What follows belongs to an exercise in optimizing a design on an open flow for a short achievable clock period and few clock cycles per item; a production flow would make more cautious choices. In this exercise RTL edits were held to simulation tests only and were not proved equivalent to the original. Power is estimated from default activity; no workload was simulated.

## flow/run.sh

```bash
#!/bin/bash
# synth_recipe.tcl (not shown) runs the flow's synth.tcl, then flattens the netlist and writes it again
# the make line also repeats each setting of config.mk as NAME=value (left out here)
make -C /OpenROAD-flow-scripts/flow DESIGN_CONFIG=/design/flow/config.mk WORK_HOME=/design/flow/orfs CLKGATE_MAP_FILE= SYNTH_SCRIPT=/design/flow/synth_recipe.tcl finish
```

## flow/config.mk

```make
export PLATFORM = sky130hd
export DESIGN_NAME = swt16_top
export DESIGN_NICKNAME = swt16_top
export VERILOG_FILES = /design/flow/design.v
export SDC_FILE = /design/flow/constraint.sdc
export NUM_CORES = 4
export LEC_CHECK = 0
export ABC_CLOCK_PERIOD_IN_PS = 1500
export CAP_MARGIN = 20
export CORE_MARGIN = 2
export CORE_UTILIZATION = 40
export SETUP_SLACK_MARGIN = 2.5
export SLEW_MARGIN = 20
```

## flow/constraint.sdc

```tcl
create_clock -name core_clock -period 4.6 [get_ports {clock}]
set_input_delay 0.9200 -clock core_clock [delete_from_list [all_inputs] [get_ports {clock}]]
set_output_delay 0.9200 -clock core_clock [all_outputs]
set_load 0.01 [all_outputs]
```

## flow/design.v

```verilog
`default_nettype none
package swt16_pkg;
   localparam int word_width    = 16;
   localparam int reg_idx_width = 4;
   localparam int num_regs      = 16;
   localparam int opcode_width  = 4;
   localparam int imm_width     = 8;
   localparam int shamt_width   = 4;
   typedef logic [word_width-1:0]    word_t;
   typedef logic [word_width-1:0]    instr_t;
   typedef logic [reg_idx_width-1:0] reg_idx_t;
   typedef logic [imm_width-1:0]     imm_t;
   typedef enum logic [opcode_width-1:0] {
      op_nop = 4'd0,
      op_ldi = 4'd1,
      op_add = 4'd2,
      op_sub = 4'd3,
      op_and = 4'd4,
      op_or  = 4'd5,
      op_xor = 4'd6,
      op_sll = 4'd7,
      op_srl = 4'd8,
      op_sra = 4'd9
   } opcode_t;
   typedef enum logic [3:0] {
      alu_pass_imm,
      alu_add,
      alu_sub,
      alu_and,
      alu_or,
      alu_xor,
      alu_sll,
      alu_srl,
      alu_sra
   } alu_op_t;
endpackage
`default_nettype wire
`timescale 1ns/1ps
`default_nettype none
module swt16_top (
   input  wire        clock,
   input  wire        rst,
   input  wire        instr_valid,
   input  wire [15:0] instr,
   output wire        instr_ready,
   output wire        wb_valid,
   input  wire        wb_ready,
   output wire [3:0]  wb_reg_idx,
   output wire [15:0] wb_data
);
   localparam int QD = 8;    
   logic        rdy_q;
   logic        f_v;
   logic [15:0] f_ins;
   logic        acc_res;
   assign acc_res = instr_valid && rdy_q &&
                    (instr[15:12] != 4'd0) && (instr[15:12] <= 4'd9);
   always_ff @(posedge clock) begin
      f_ins <= instr;
      if (rst) f_v <= 1'b0;
      else     f_v <= acc_res;
   end
   wire [3:0] f_op  = f_ins[15:12];
   wire [3:0] f_rd  = f_ins[11:8];
   wire [3:0] f_rs1 = f_ins[7:4];
   wire [3:0] f_rs2 = f_ins[3:0];
   wire       f_ldi = (f_op == 4'd1);
   logic        d_v;
   logic [3:0]  d_rd;
   logic [7:0]  d_imm;
   logic        d_ldi, d_add, d_sub, d_and, d_or, d_xor, d_sll, d_sr, d_sra;
   logic [15:0] d_s1oh, d_s2oh;
   logic        d_byE1, d_byE2;    
   logic        d_byR1, d_byR2;    
   logic        e_v;
   logic [3:0]  e_rd;
   logic        e_add, e_sub, e_and, e_or, e_xor, e_sll, e_sr, e_sra;
   logic [15:0] e_a, e_b;
   logic        e_bp1p, e_bp1n, e_bp2;
   logic        r_v;
   logic [3:0]  r_rd;
   logic [15:0] r_q;
   always_ff @(posedge clock) begin
      if (rst) d_v <= 1'b0;
      else     d_v <= f_v;
      d_rd   <= f_rd;
      d_imm  <= f_ins[7:0];
      d_ldi  <= f_ldi;
      d_add  <= (f_op == 4'd2) || (f_op == 4'd3);
      d_sub  <= (f_op == 4'd3);
      d_and  <= (f_op == 4'd4);
      d_or   <= (f_op == 4'd5) || f_ldi;
      d_xor  <= (f_op == 4'd6);
      d_sll  <= (f_op == 4'd7);
      d_sr   <= (f_op == 4'd8) || (f_op == 4'd9);
      d_sra  <= (f_op == 4'd9);
      for (int j = 0; j < 16; j++) begin
         d_s1oh[j] <= (f_rs1 == 4'(j));
         d_s2oh[j] <= (f_rs2 == 4'(j));
      end
      d_byE1 <= !f_ldi && d_v && (d_rd == f_rs1);
      d_byE2 <= !f_ldi && d_v && (d_rd == f_rs2);
      d_byR1 <= e_v && (e_rd == f_rs1);
      d_byR2 <= e_v && (e_rd == f_rs2);
   end
   logic [15:0] regs [16];
   always_ff @(posedge clock) begin
      for (int j = 0; j < 16; j++) begin
         if (rst)                             regs[j] <= '0;
         else if (r_v && (r_rd == 4'(j)))     regs[j] <= r_q;
      end
   end
   logic [15:0] rf1, rf2, a_val, b_val;
   always_comb begin
      rf1 = '0;
      rf2 = '0;
      for (int j = 0; j < 16; j++) begin
         rf1 = rf1 | (regs[j] & {16{d_s1oh[j]}});
         rf2 = rf2 | (regs[j] & {16{d_s2oh[j]}});
      end
      if (d_ldi)       a_val = {8'h00, d_imm};
      else if (d_byR1) a_val = r_q;
      else             a_val = rf1;
      if (d_ldi)       b_val = '0;
      else if (d_byR2) b_val = r_q;
      else             b_val = rf2;
   end
   always_ff @(posedge clock) begin
      if (rst) e_v <= 1'b0;
      else     e_v <= d_v;
      e_rd   <= d_rd;
      e_add  <= d_add;
      e_sub  <= d_sub;
      e_and  <= d_and;
      e_or   <= d_or;
      e_xor  <= d_xor;
      e_sll  <= d_sll;
      e_sr   <= d_sr;
      e_sra  <= d_sra;
      e_a    <= d_byE1 ? 16'h0000 : (d_sub ? ~a_val : a_val);
      e_b    <= d_byE2 ? 16'h0000 : b_val;
      e_bp1p <= d_byE1 && !d_sub;
      e_bp1n <= d_byE1 && d_sub;
      e_bp2  <= d_byE2;
   end
   wire [15:0] src1 = (r_q & {16{e_bp1p}}) | (~r_q & {16{e_bp1n}}) | e_a;
   wire [15:0] src2 = (r_q & {16{e_bp2}}) | e_b;
   wire [15:0] g = src1 & src2;
   wire [15:0] p = src1 ^ src2;
   logic [15:0] gk [5];
   logic [15:0] pk [5];
   always_comb begin
      gk[0] = g;
      pk[0] = p;
      for (int l = 0; l < 4; l++) begin
         for (int i = 0; i < 16; i++) begin
            if (i >= (1 << l)) begin
               gk[l+1][i] = gk[l][i] | (pk[l][i] & gk[l][i - (1 << l)]);
               pk[l+1][i] = pk[l][i] & pk[l][i - (1 << l)];
            end else begin
               gk[l+1][i] = gk[l][i];
               pk[l+1][i] = pk[l][i];
            end
         end
      end
   end
   wire [15:0] carry = {gk[4][14:0], 1'b0};
   wire [15:0] sum   = (p ^ {16{e_sub}}) ^ carry;
   wire [3:0]  shamt = src2[3:0];
   wire [15:0] shl   = src1 << shamt;
   wire [15:0] shr   = 16'($signed({e_sra & src1[15], src1}) >>> shamt);
   wire [15:0] alu_res = (sum & {16{e_add}})
                       | (g   & {16{e_and}})
                       | ((g | p) & {16{e_or}})
                       | (p   & {16{e_xor}})
                       | (shl & {16{e_sll}})
                       | (shr & {16{e_sr}});
   always_ff @(posedge clock) begin
      if (rst) r_v <= 1'b0;
      else     r_v <= e_v;
      r_rd <= e_rd;
      r_q  <= alu_res;
   end
   logic [19:0]  q_mem [QD];
   logic [2:0]   q_wp, q_rp;
   logic [3:0]   q_cnt;
   logic [3:0]   owed;          
   logic         o_v;
   logic [19:0]  o_q;
   wire [19:0] head_data = (q_cnt == 4'd0) ? {r_rd, r_q} : q_mem[q_rp];
   wire        head_av   = (q_cnt != 4'd0) || r_v;
   wire        o_load    = !o_v || wb_ready;
   wire        mv        = o_load && head_av;
   wire rdy_up   = (owed <= 4'(QD - 2));
   wire rdy_same = (owed <= 4'(QD - 1));
   wire rdy_next = (acc_res && !mv) ? rdy_up : ((!acc_res && mv) ? 1'b1 : rdy_same);
   always_ff @(posedge clock) begin
      if (r_v) q_mem[q_wp] <= {r_rd, r_q};
      if (o_load) o_q <= head_data;
      if (rst) begin
         q_wp  <= '0;
         q_rp  <= '0;
         q_cnt <= '0;
         owed  <= '0;
         o_v   <= 1'b0;
         rdy_q <= 1'b1;
      end else begin
         q_wp  <= q_wp + 3'(r_v);
         q_rp  <= q_rp + 3'(mv);
         q_cnt <= q_cnt + 4'(r_v) - 4'(mv);
         owed  <= owed + 4'(acc_res) - 4'(mv);
         if (o_load) o_v <= head_av;
         rdy_q <= rdy_next;
      end
   end
   assign instr_ready = rdy_q;
   assign wb_valid    = o_v;
   assign wb_reg_idx  = o_q[19:16];
   assign wb_data     = o_q[15:0];
endmodule
`default_nettype wire
```

==> run summary, run 1 <==
- Status: timing/DRC/antenna clean
- CP endpoint kind: flop
- Starting DRT DRC Count: 3555
- Max cap viols: 0
- IO Port Bufs: 41
- Gr usage total: a little under a third
- Gpl congestion: 0.993
- Crit path time final: 2.66 ns
- Worst-Margin Slew: around 1.0 ns
- Sinks on the clock net: about 600
- Crit-path max cell delay: ~0.37 ns
- Met3 usage: under 10%
- CP Max Fanout: 7
- Starting Density: 40.4%
- Chip width: 262 um
- Total grt overflow: 0
- Rows: 94
- Warnings, synthesis: 4
- Area contributors post-synth: dfxtp_1 31%, edfxtp_1 20%, nand2_1 8.8%, a21oi_1 5.8%, mux4_2 3.6%
- Clk slew on worst S/H paths: 0.07 ns
- Busiest layer in global routing: met2
- Worst-path cell chain: buf_6 -> nor2b_1 -> a211o_1 -> ha_4 -> nor2_1 -> o22ai_2 -> nand3_2 -> nand3_4 -> a221oi_4 -> xnor2_1 -> a221o_1
- VDD IR max: 0.345 mV
- P&R area growth vs syn: 21.4%
- Mapped Area: 26600 um2
- Syn Area/Cell: 9.57 um2
- Hold_sp: d_and$_DFF_P_
- Worst Hold Depth: 0
- Cell family with the largest share of critical-path delay: compound AO/OA/AOI/OAI gates
- Initial antenna violation count: 2
- CTS tree: yes
- Final Hold Fails: 0
- Top FF cell, synth: dfxtp_1
- PnR worst setup slack: 1.94 ns
- Synth top area share: 31.3%
- Chip height: about 260 um
- First-pass GRT wire length: 154 mm
- Worst setup path class: flop to flop
- Worst endpoint data arrival time: 3.20 ns
- Core area: 65900 um2
- Clock Root Buffer: clkbuf_16
- Synthesized net count: approximately 2800
- Drt drc: 0
- EDFF count, synth: 180
- # nets final: 2918
- Count of different cell masters after synthesis: 71
- Met2 GRT Util: 46.3%
- Worst-Skew Late Latency: between 0.6 and 0.7 ns
- Async SR Flop Fraction: 0%
- Final ANT Viol Nets: 0
- Ports: 42
- Worst Hold End: e_and$_DFF_P_
- Final Skew: 0.0163 ns
- Worst hold path class: flop to flop
- Slew margin rel.: 31.1%
- Hold WS: ~0.33 ns
- Share of post-route cells with drive strength above 1: approximately 20%
- Reg2Reg Depth: 11
- Leakage: 11.2 nW
- Fmax: between 300 and 400 MHz
- Synth area leader: dfxtp_1
- RSZ-0062 raised after global routing: true
- Tcrit/Tclk final: between 50% and 60%
- Die ar.: just under 70000 um2
- Synthesized flop and latch total: around 600
- Met1 Resource Use GR: between 30% and 40%
- H-tree depth: 2
- Largest net degree at the start of global routing: 128
- Routed Wire Length: approximately 110 mm
- Final total power: ~13 mW
- RR Endpoint: r_q[15]$_DFF_P_
- Max-slew violations: 0
- PD cells: just over 400 nW/um2
- CP bufs+invs: 1
- Required @ worst endpoint: roughly 5.1 ns
- Register area share after synthesis: 51.6%
- CP startpoint kind: flop
- Reg2reg setup slack: 1.94 ns
- Reg2Reg Launch Point: e_bp1n$_DFF_P_
- Antenna cells: 0
- Vias: 23700
- CP max stage cell: dfxtp_4
- Dpl ws: 0.984 ns
- Post-Syn Instances: 2780
- Detailed Place HPWL: about 61 mm
- WL/cell: 28.5 um
- First drt pass iteration count: 9
- TritonCTS buffer count: 60
- Final setup vio count: 0
- Total negative setup slack: 0 ns
- Hold_buf cts: 0
- Vias in the first global route: 22500
- Vias per cell: about 6.3
- Longest Clk Path Bufs: 3
==> how the worst max path moves through the flow <==
stage	start	cells past startpoint	slack, ns	end
global route	e_bp1n$_DFF_P_	11	1.81	r_q[15]$_DFF_P_
global placement	r_q[3]$_DFF_P_	10	1.06	r_q[14]$_DFF_P_
detailed placement	r_q[3]$_DFF_P_	10	0.98	r_q[14]$_DFF_P_
finish	e_bp1n$_DFF_P_	11	1.94	r_q[15]$_DFF_P_
CTS	e_bp1n$_DFF_P_	12	2.06	r_q[15]$_DFF_P_
floorplan	e_bp1n$_DFF_P_	13	2.03	r_q[15]$_DFF_P_
==> metrics by stage <==
stage,utilization (%),cell area [um2],std cells
after floorplan,-,26800,2780
after global placement,42.8,28200,3552
after detailed placement,42.9,28200,3554
after CTS,48.1,31700,3732
after global routing,49.0,32300,3762
final,49.0,32300,3762
==> layer usage <==
layer | part of all wire (%) | vias to the layer above | wire, um
met5 | 0.021 | - | 22
met4 | 6.6 | 2 | 7080
met3 | 13 | 488 | 13500
met2 | 43 | 1640 | 46100
met1 | 38 | 11400 | 40700
li1 | - | 10100 | -
==> registers in the layout (all words and copies together), names as in the netlist, 3 cells and up <==
name	cells
d_rd	4
owed	4
r_rd	4
e_a	16
d_s1oh	16
o_q	20
d_imm	8
q_wp	3
q_rp	3
e_rd	4
q_mem	160
r_q	16
q_cnt	4
regs	256
f_ins	16
e_b	16
d_s2oh	16
==> logic make-up after synthesis <==
group / after synthesis / share of synthesized area (%)
AO/OA/AOI/OAI: 727 / 18.0
XOR/XNOR: 58 / 1.91
adder cells (fa/ha/maj): 49 / 2.36
buffers and inverters: 290 / 4.27
flip-flops: 596 / 51.6
multiplexers: 124 / 6.79
AND/OR/NAND/NOR: 936 / 15.0
==> cells in the mapped netlist (all sizes together), types with 3 or more instances <==
master,n
a2111oi,20
a211o,11
a211oi,13
a21o,19
a21oi,308
a221oi,48
a222oi,24
a22o,48
a22oi,117
a31oi,8
and2,10
buf,25
clkbuf,207
dfxtp,416
edfxtp,180
ha,47
inv,58
mux2,8
mux2i,73
mux4,43
nand2,622
nand2b,15
nand3,56
nand4,29
nor2,84
nor2b,47
nor3,45
nor3b,4
nor4,5
o211ai,12
o21ai,66
o21bai,5
o221ai,5
o22ai,8
o31ai,3
or2,4
or3,4
xnor2,36
xor2,22
==> cell usage in the layout, fill, tap and decap left out, drive strengths merged, types with 19 or more instances in the layout <==
master   count
a2111oi     20
a21o        19
a21oi      308
a221oi      48
a222oi      24
a22o        48
a22oi      117
buf        213
clkbuf      82
dfxtp      416
edfxtp     180
ha          47
inv         61
mux2i       73
mux4        43
nand2      622
nand3       56
nand4       29
nor2        84
nor2b       47
nor3        45
o21ai       66
xnor2       36
xor2        22
==> power by group <==
| part | switching (mW) | leakage (nW) | internal [mW] |
|---|---|---|---|
| registers | 0.227 | 5.07 | 5.63 |
| logic | 0.995 | 5.08 | 0.975 |
| clock network | 2.19 | 1.03 | 3.03 |
| total | 3.41 | 11.2 | 9.64 |
==> repair_timing <==
action | CTS | global route
resized for setup | 280 | 93
cloned | 7 | 0
buffers inserted | 60 | 30
pin swaps | 48 | 61
endpoints found under the setup margin | 272 | 122
==> layout make-up <==
| class | count | area (um2) |
|---|---|---|
| fillers | 6015 | 33600 |
| well taps | 864 | 1080 |
| clock buffers | 81 | 1690 |
| clock inverters | 30 | 418 |
| flip-flops and latches | 596 | 13800 |
| inverters | 58 | 263 |
| repair buffers | 239 | 2220 |
| multi-input cells | 1894 | 12800 |
Testbench counts, summed over its fixed seeds: cycles 40,040, items 40,000.
==> run 2, diff against run 1 <==
--- a/flow/design.v
+++ b/flow/design.v
@@ -72,4 +72,4 @@
    logic [15:0] d_s1oh, d_s2oh;
-   logic        d_byE1, d_byE2;    
    logic        d_byR1, d_byR2;    
+   logic        d_sa_p, d_sa_n, d_sa_d, d_sb_p, d_sb_d;    
    logic        e_v;
@@ -78,3 +78,2 @@
    logic [15:0] e_a, e_b;
-   logic        e_bp1p, e_bp1n, e_bp2;
    logic        r_v;
@@ -100,6 +99,9 @@
       end
-      d_byE1 <= !f_ldi && d_v && (d_rd == f_rs1);
-      d_byE2 <= !f_ldi && d_v && (d_rd == f_rs2);
       d_byR1 <= e_v && (e_rd == f_rs1);
       d_byR2 <= e_v && (e_rd == f_rs2);
+      d_sa_p <=   !f_ldi && d_v && (d_rd == f_rs1) && (f_op != 4'd3);
+      d_sa_n <=   !f_ldi && d_v && (d_rd == f_rs1) && (f_op == 4'd3);
+      d_sa_d <= !(!f_ldi && d_v && (d_rd == f_rs1));
+      d_sb_p <=   !f_ldi && d_v && (d_rd == f_rs2);
+      d_sb_d <= !(!f_ldi && d_v && (d_rd == f_rs2));
    end
@@ -113,2 +115,3 @@
    logic [15:0] rf1, rf2, a_val, b_val;
+   logic [15:0] alu_res;
    always_comb begin
@@ -139,10 +142,8 @@
       e_sra  <= d_sra;
-      e_a    <= d_byE1 ? 16'h0000 : (d_sub ? ~a_val : a_val);
-      e_b    <= d_byE2 ? 16'h0000 : b_val;
-      e_bp1p <= d_byE1 && !d_sub;
-      e_bp1n <= d_byE1 && d_sub;
-      e_bp2  <= d_byE2;
-   end
-   wire [15:0] src1 = (r_q & {16{e_bp1p}}) | (~r_q & {16{e_bp1n}}) | e_a;
-   wire [15:0] src2 = (r_q & {16{e_bp2}}) | e_b;
+      e_a    <= (alu_res & {16{d_sa_p}}) | (~alu_res & {16{d_sa_n}})
+              | ((d_sub ? ~a_val : a_val) & {16{d_sa_d}});
+      e_b    <= (alu_res & {16{d_sb_p}}) | (b_val & {16{d_sb_d}});
+   end
+   wire [15:0] src1 = e_a;
+   wire [15:0] src2 = e_b;
    wire [15:0] g = src1 & src2;
@@ -171,3 +172,3 @@
    wire [15:0] shr   = 16'($signed({e_sra & src1[15], src1}) >>> shamt);
-   wire [15:0] alu_res = (sum & {16{e_add}})
+   assign alu_res = (sum & {16{e_add}})
                        | (g   & {16{e_and}})
==> run summary, run 2 <==
- Total grt overflow: 0
- TritonCTS buffer count: 61
- Die ar.: just under 70000 um2
- Mapped Area: 26700 um2
- Largest regs: regs x256, q_mem x160, o_q x20
- Routed Wire Length: between 100 and 150 mm
- Initial antenna violation count: 2
- Vias per cell: approximately 6.3
- VDD IR max: 0.316 mV
- Placed insts: around 3500
- CTS tree: yes
- Gr usage total: 29.2%
- Final setup vio count: 0
- Vias: 24000
- Final Hold Fails: 0
- Area contributors post-synth: dfxtp_1 31%, edfxtp_1 20%, nand2_1 8.8%, a21oi_1 5.5%, mux4_2 4.9%
- CP startpoint kind: flop
- Slew margin rel.: 18.9%
- Met3 usage: around 7.1%
- Worst hold path class: flop to flop
- Dpl ws: 1.45 ns
- Fmax: approximately 400 MHz
- WL/cell: roughly 28 um
- CP endpoint kind: flop
- Leakage: 11.2 nW
- Commonest cells in the netlist: 629 x nand2_1, 416 x dfxtp_1, 291 x a21oi_1
- Chip height: 262 um
- Tcrit/Tclk final: 53.8%
- Pint: 9.33 mW
- Required @ worst endpoint: slightly above 5 ns
- Worst-Margin Slew: 1.21 ns
- Warnings, synthesis: 4
- # nets final: 2937
- Worst setup path class: flop to flop
- Synth area leader: dfxtp_1
- Share of post-route cells with drive strength above 1: 22.8%
- Total negative setup slack: 0 ns
- Gpl congestion: 0.985
- Ports: 42
- Sequential power share: 45.8%
- Core area: ~66000 um2
- Hold WS: 0.318 ns
- PD cells: between 300 and 400 nW/um2
- Clk slew on worst S/H paths: 0.07 ns
- Post-Syn Instances: roughly 2800
- Final total power: 12.7 mW
- Detailed Place HPWL: 61.0 mm
- Worst-Skew Late Latency: 0.66 ns
- Count of different cell masters after synthesis: 74
- Syn Area/Cell: 9.64 um2
- Met1 Resource Use GR: 37.4%
- Combinational share of power: between 10% and 20%
- IO Port Bufs: between 40 and 50
- Worst endpoint data arrival time: 2.97 ns
- Reg2reg setup slack: 2.13 ns
- Drt drc: 0
- Busiest layer in global routing: met2
- Largest net degree at the start of global routing: 117
- Clock Root Buffer: clkbuf_16
- Cell area after layout: between 30000 and 40000 um2
- Most frequent cells in the layout: 611 x nand2_1, 362 x dfxtp_1, 283 x a21oi_1
- Commonest non-fill, non-tap cell in the layout: nand2_1
- Top-count cell post-synth: nand2_1
- Crit path time final: roughly 2.5 ns
- Post-placement cell area: 28200 um2
- First-pass GRT wire length: 151 mm
- Synth top area share: 31.2%
- Synthesized flop and latch total: 596
- Starting Density: 40.5%
- Top FF cell, synth: dfxtp_1
- Synthesized net count: 2842
- First drt pass iteration count: 9
- Clock power share: 39.0%
- Sinks on the clock net: ~600
- Rows: 94
- P&R area growth vs syn: 22.3%
- EDFF count, synth: 180
- Starting DRT DRC Count: 3405
- H-tree depth: 2
- Non-Filler Instances: 3783
- Max FFs per register: roughly 260
- RSZ-0062 raised after global routing: true
- Utilization after layout: 49.5%
- Final Skew: 0.0344 ns
- Vias in the first global route: 23000
- Largest Register: regs
- PnR worst setup slack: 2.13 ns
- Max-slew violations: 0
- Met2 GRT Util: 45.0%
- Register area share after synthesis: 51.4%
- Chip width: 262 um
- Max cap viols: 0
- Status: timing/DRC/antenna clean
- Filler cells: 5919
- NetSw: 3.36 mW
- Async SR Flop Fraction: 0%
- Final ANT Viol Nets: 0
- CP Max Fanout: 4
- Net switching fraction of the power: 26.5%
- Longest Clk Path Bufs: 3
==> run 2: cell count changes in the layout (fill, tap and decap cells not counted), sizes merged, moves of 11 or more <==
cell / previous run / this run
nor2b: 47 / 18
nor3: 45 / 34
buf: 213 / 241
xnor2: 36 / 22
nor2: 84 / 101
a22oi: 117 / 137
a21oi: 308 / 293
a22o: 48 / 35
mux2i: 73 / 61
o21ai: 66 / 90
mux4: 43 / 58
==> run 2: area by class of cell <==
type / count / area (um2) / area share, %
multi-input cells: 1884 / 13100 / 40.0
repair buffers: 263 / 2380 / 7.29
clock buffers: 82 / 1710 / 5.22
clock inverters: 31 / 284 / 0.869
flip-flops and latches: 596 / 13900 / 42.5
diodes: 1 / 2.50 / 0.00766
well taps: 864 / 1080 / 3.31
inverters: 62 / 254 / 0.777
==> run 2: kinds of logic after synthesis <==
logic type / share of synthesized area (%)
AND/OR/NAND/NOR: 14.4
XOR/XNOR: 1.47
buffers and inverters: 4.29
multiplexers: 7.82
flip-flops: 51.4
adder cells (fa/ha/maj): 2.35
AO/OA/AOI/OAI: 18.3
==> run 2: power groups by stage <==
stage	combinational (mW)	clock (mW)	sequential, mW
final	1.93	4.95	5.81
after global routing	2.10	5.21	5.83
after CTS	1.87	4.99	5.84
after detailed placement	1.55	0	5.97
after global placement	1.53	0	5.96
after floorplan	1.04	0	5.87
==> run 2: per-layer routing <==
layer	part of all wire, %	up-vias
li1	-	10200
met1	38	11500
met2	44	1701
met3	11	494
met4	6.8	2
met5	0.012	-
==> run 2: worst paths after layout <==
path | start | to | cells after the start
setup / recovery | e_a[3]$_DFF_P_ | e_a[12]$_DFF_P_ | 10
hold / removal | d_add$_DFF_P_ | e_add$_DFF_P_ | 0
setup reg to reg | e_a[3]$_DFF_P_ | e_a[12]$_DFF_P_ | 10
hold reg to reg | d_add$_DFF_P_ | e_add$_DFF_P_ | 0
==> run 2: repair_timing <==
item / 4_1_cts / 5_1_grt
pin swaps: 57 / 45
buffers inserted: 97 / 41
setup endpoints to repair: 391 / 214
hold buffers: 0 / 0
endpoints found under the hold margin: 0 / 0
gates resized for setup: 349 / 94
cloned: 5 / 0
==> run 2: worst max-delay path: stages (launching register included) <==
cell	delay, ns
dfxtp_4	0.41
inv_4	0.05
ha_4	0.24
a21o_4	0.22
a2111oi_4	0.29
buf_4	0.19
a21oi_4	0.08
or4_4	0.50
a21oi_4	0.14
or2_4	0.15
o211ai_1	0.07
Testbench counts of run 2, summed over its fixed seeds: cycles 40,040, items 40,000.
==> run 3, diff against run 2 <==
--- a/flow/design.v
+++ b/flow/design.v
@@ -50,3 +50,3 @@
 );
-   localparam int QD = 8;    
+   localparam int QD = 6;    
    logic        rdy_q;
@@ -184,23 +184,32 @@
    end
-   logic [19:0]  q_mem [QD];
-   logic [2:0]   q_wp, q_rp;
-   logic [3:0]   q_cnt;
-   logic [3:0]   owed;          
-   logic         o_v;
-   logic [19:0]  o_q;
-   wire [19:0] head_data = (q_cnt == 4'd0) ? {r_rd, r_q} : q_mem[q_rp];
-   wire        head_av   = (q_cnt != 4'd0) || r_v;
+   logic [19:0]   q_mem [QD];
+   logic [QD-1:0] q_wp, q_rp;     
+   logic [QD-1:0] q_th;           
+   logic [QD-1:0] ow_th;          
+   logic          o_v;
+   logic [19:0]   o_q;
+   logic [19:0] q_head;
+   always_comb begin
+      q_head = '0;
+      for (int i = 0; i < QD; i++) q_head = q_head | (q_mem[i] & {20{q_rp[i]}});
+   end
+   wire [19:0] head_data = q_th[0] ? q_head : {r_rd, r_q};
+   wire        head_av   = q_th[0] || r_v;
    wire        o_load    = !o_v || wb_ready;
    wire        mv        = o_load && head_av;
-   wire rdy_up   = (owed <= 4'(QD - 2));
-   wire rdy_same = (owed <= 4'(QD - 1));
-   wire rdy_next = (acc_res && !mv) ? rdy_up : ((!acc_res && mv) ? 1'b1 : rdy_same);
-   always_ff @(posedge clock) begin
-      if (r_v) q_mem[q_wp] <= {r_rd, r_q};
+   wire [QD-1:0] ow_up = {ow_th[QD-2:0], 1'b1};
+   wire [QD-1:0] ow_dn = {1'b0, ow_th[QD-1:1]};
+   wire [QD-1:0] q_up  = {q_th[QD-2:0], 1'b1};
+   wire [QD-1:0] q_dn  = {1'b0, q_th[QD-1:1]};
+   wire rdy_next = (acc_res && !mv) ? !ow_th[QD-2] : ((!acc_res && mv) ? 1'b1 : !ow_th[QD-1]);
+   always_ff @(posedge clock) begin
+      for (int i = 0; i < QD; i++) begin
+         if (r_v && q_wp[i]) q_mem[i] <= {r_rd, r_q};
+      end
       if (o_load) o_q <= head_data;
       if (rst) begin
-         q_wp  <= '0;
-         q_rp  <= '0;
-         q_cnt <= '0;
-         owed  <= '0;
+         q_wp  <= QD'(1);
+         q_rp  <= QD'(1);
+         q_th  <= '0;
+         ow_th <= '0;
          o_v   <= 1'b0;
@@ -208,6 +217,8 @@
       end else begin
-         q_wp  <= q_wp + 3'(r_v);
-         q_rp  <= q_rp + 3'(mv);
-         q_cnt <= q_cnt + 4'(r_v) - 4'(mv);
-         owed  <= owed + 4'(acc_res) - 4'(mv);
+         if (r_v) q_wp <= {q_wp[QD-2:0], q_wp[QD-1]};
+         if (mv)  q_rp <= {q_rp[QD-2:0], q_rp[QD-1]};
+         if (r_v && !mv)      q_th <= q_up;
+         else if (!r_v && mv) q_th <= q_dn;
+         if (acc_res && !mv)      ow_th <= ow_up;
+         else if (!acc_res && mv) ow_th <= ow_dn;
          if (o_load) o_v <= head_av;
==> run summary, run 3 <==
- Routed Wire Length: 98.6 mm
- CP endpoint kind: flop
- Final ANT Viol Nets: 0
- Required @ worst endpoint: 5.11 ns
- Placed insts: 3471
- Crit path time final: 2.42 ns
- Total grt overflow: 0
- Worst-Margin Slew: 1.19 ns
- Setup crit start: e_a[8]$_DFF_P_
- Final Hold Fails: 0
- H-tree depth: 2
- First drt pass iteration count: 9
- Vias per cell: 6.32
- Share of post-route cells with drive strength above 1: 17.9%
- Drt drc: 0
- Warnings, synthesis: 5
- VDD IR max: 0.309 mV
- Synth top area share: 34.1%
- Starting Density: roughly two fifths
- PD cells: 350 nW/um2
- Final setup vio count: 0
- Worst-Skew Late Latency: 0.64 ns
- Final total power: 10.5 mW
- Async SR Flop Fraction: 0%
- Total negative setup slack: 0 ns
- Most frequent cells in the layout: 588 x nand2_1, 387 x dfxtp_1, 295 x a21oi_1
- Final Skew: 0.0133 ns
- Area contributors post-synth: dfxtp_1 34%, edfxtp_1 17%, nand2_1 9.1%, a21oi_1 6.0%, a22oi_1 6.0%
- Commonest cells in the netlist: 605 x nand2_1, 426 x dfxtp_1, 301 x a21oi_1
- Mapped Area: 25000 um2
- Gpl congestion: 0.960
- Worst hold path class: flop to flop
- EDFF count, synth: 140
- Max-slew violations: 0
- CP startpoint kind: flop
- Initial antenna violation count: 0
- Post-Syn Instances: 2737
- Sinks on the clock net: 566
- Chip width: 254 um
- Slew margin rel.: 20.4%
- Register area share after synthesis: approximately half
- Worst endpoint data arrival time: just under 3 ns
- Starting DRT DRC Count: 3818
- Clock Root Buffer: clkbuf_16
- Hold_buf cts: 0
- TritonCTS buffer count: just under 60
- Utilization after layout: 48.8%
- Max FFs per register: 256
- Ports: 42
- Top FF cell, synth: dfxtp_1
- RSZ-0062 raised after global routing: true
- # nets final: between 2000 and 3000
- CTS tree: yes
- Filler cells: 5684
- Tcrit/Tclk final: 52.6%
- Die ar.: about 65000 um2
- Largest regs: regs x256, q_mem x120, o_q x20
- Leakage: 10.2 nW
- P&R area growth vs syn: 20.3%
- Largest net degree at the start of global routing: between 100 and 150
- Gr usage total: 29.7%
- IO Port Bufs: 41
- Largest Register: regs
- Commonest non-fill, non-tap cell in the layout: nand2_1
- WL/cell: around 27 um
- Top-count cell post-synth: nand2_1
- Fmax: 413 MHz
- Vias: 23200
- Synthesized flop and latch total: between 500 and 600
- First-pass GRT wire length: 142 mm
- Hold WS: 0.326 ns
- Count of different cell masters after synthesis: 66
- Synthesized net count: 2793
- Synth area leader: dfxtp_1
- Detailed Place HPWL: 56.9 mm
- Status: timing/DRC/antenna clean
- Rows: 91
- Worst setup path class: flop to flop
- Non-Filler Instances: 3666
- Hold_sp: d_xor$_DFF_P_
- Core area: slightly above 60000 um2
- CP Max Fanout: 7
- Antenna cells: 0
- Syn Area/Cell: 9.14 um2
- Vias in the first global route: 21600
- Longest Clk Path Bufs: 3
- Chip height: ~250 um
- Reg2Reg Launch Point: e_a[8]$_DFF_P_
- Clk slew on worst S/H paths: 0.06 ns
- Max cap viols: 0
==> run 3: cells by family after synthesis <==
family | share of synthesized area (%)
and+or+nand+nor | 15.4
AOI/OAI and AO/OA | 21.2
DFF | 50.9
buffers and inverters | 4.46
muxes | 4.85
xor gates and xnor gates | 1.37
adders and majority gates | 1.80
==> run 3: final timing paths <==
path                      to  slack [ns]  cells after the start
max          e_a[15]$_DFF_P_        2.18                      9
min            e_xor$_DFF_P_        0.33                      0
max reg2reg  e_a[15]$_DFF_P_        2.18                      9
min reg2reg    e_xor$_DFF_P_        0.33                      0
==> run 3: per-stage QoR <==
stage | worst slack, ns | cell area (um2)
after floorplan | 2.11 | 25200
after global placement | 1.54 | 26400
after detailed placement | 1.50 | 26400
after CTS | 2.18 | 29100
after global routing | 2.10 | 30100
final | 2.18 | 30100
==> run 3: worst max-delay path: stages, from the launching register on <==
cell	delay, ns
dfxtp_4	0.38
inv_1	0.07
ha_4	0.25
a21o_1	0.21
a31oi_4	0.23
o221ai_2	0.13
a221o_1	0.28
or4_4	0.57
nand2_2	0.09
o211ai_2	0.09
==> run 3: timing repair <==
item / in CTS / in global routing
setup buffers: 37 / 43
gates resized for setup: 256 / 137
cloned: 2 / 2
endpoints found under the hold margin: 0 / 0
endpoints found under the setup margin: 307 / 218
pin swaps: 35 / 47
==> run 3: metal layers <==
layer / track usage (%) / wire length (um) / up-vias
met4: 14.6 / 5420 / 2
met1: 38.1 / 37200 / 11000
li1: - / - / 9987
met3: 8.93 / 13000 / 428
met2: 45.5 / 43000 / 1755
met5: 0 / 40 / -
==> run 3: power by group <==
part	switching (mW)	total, mW	internal, mW
combinational	0.292	0.445	0.153
clock	2.11	4.85	2.74
sequential	0.112	5.25	5.14
==> run 3: area by class of cell <==
cell class                 count  area [um2]  area share [%]
clock buffer                  74        1620            5.39
timing repair buffer         216        1940            6.45
sequential                   566       12800            42.7
tap                          837        1050            3.48
inverter                      55         234           0.778
clock inverter                37         338            1.12
multi-input combinational   1881       12100            40.1
Testbench counts of run 3, summed over its fixed seeds: cycles 40,040, items 40,000.

## static timing again, ports no longer ideal
The flow's constraints put no driver on any port. The routed layouts listed below were extracted and timed again, unchanged, in two steps. Step 1: set_driving_cell puts a clkbuf_16 on clock and a buf_2 on each other input, an assumption about the parent block. Step 2 adds t to the input delays and takes it off the output delays; t is the mean of the earliest and latest rising clock arrival at the registers after step 1. Input paths then give back, and output paths get back, about the clock's delay inside the block. Slacks: no drivers / after step 1 / after step 2; pairs: no drivers / after step 1.
| run | t (ns) | setup slack, ns | hold WS [ns] | worst setup path after step 2 | pins driven straight from the clock port |
|---|---|---|---|---|---|
| run 1 | 0.710 | 1.938 / 1.938 / 1.535 | 0.328 / 0.328 / 0.328 | input to register | 1 |
| run 2 | 0.710 | 2.127 / 2.127 / 1.852 | 0.318 / 0.318 / 0.318 | input to register | 1 |
| run 3 | 0.698 | 2.181 / 2.181 / 1.936 | 0.326 / 0.326 / 0.326 | input to register | 1 |
After both steps setup and hold are still met in every run listed. For run 1, which loses most, drivers alone change the setup slack by 0.000 ns; drivers and shift together by -0.403 ns.
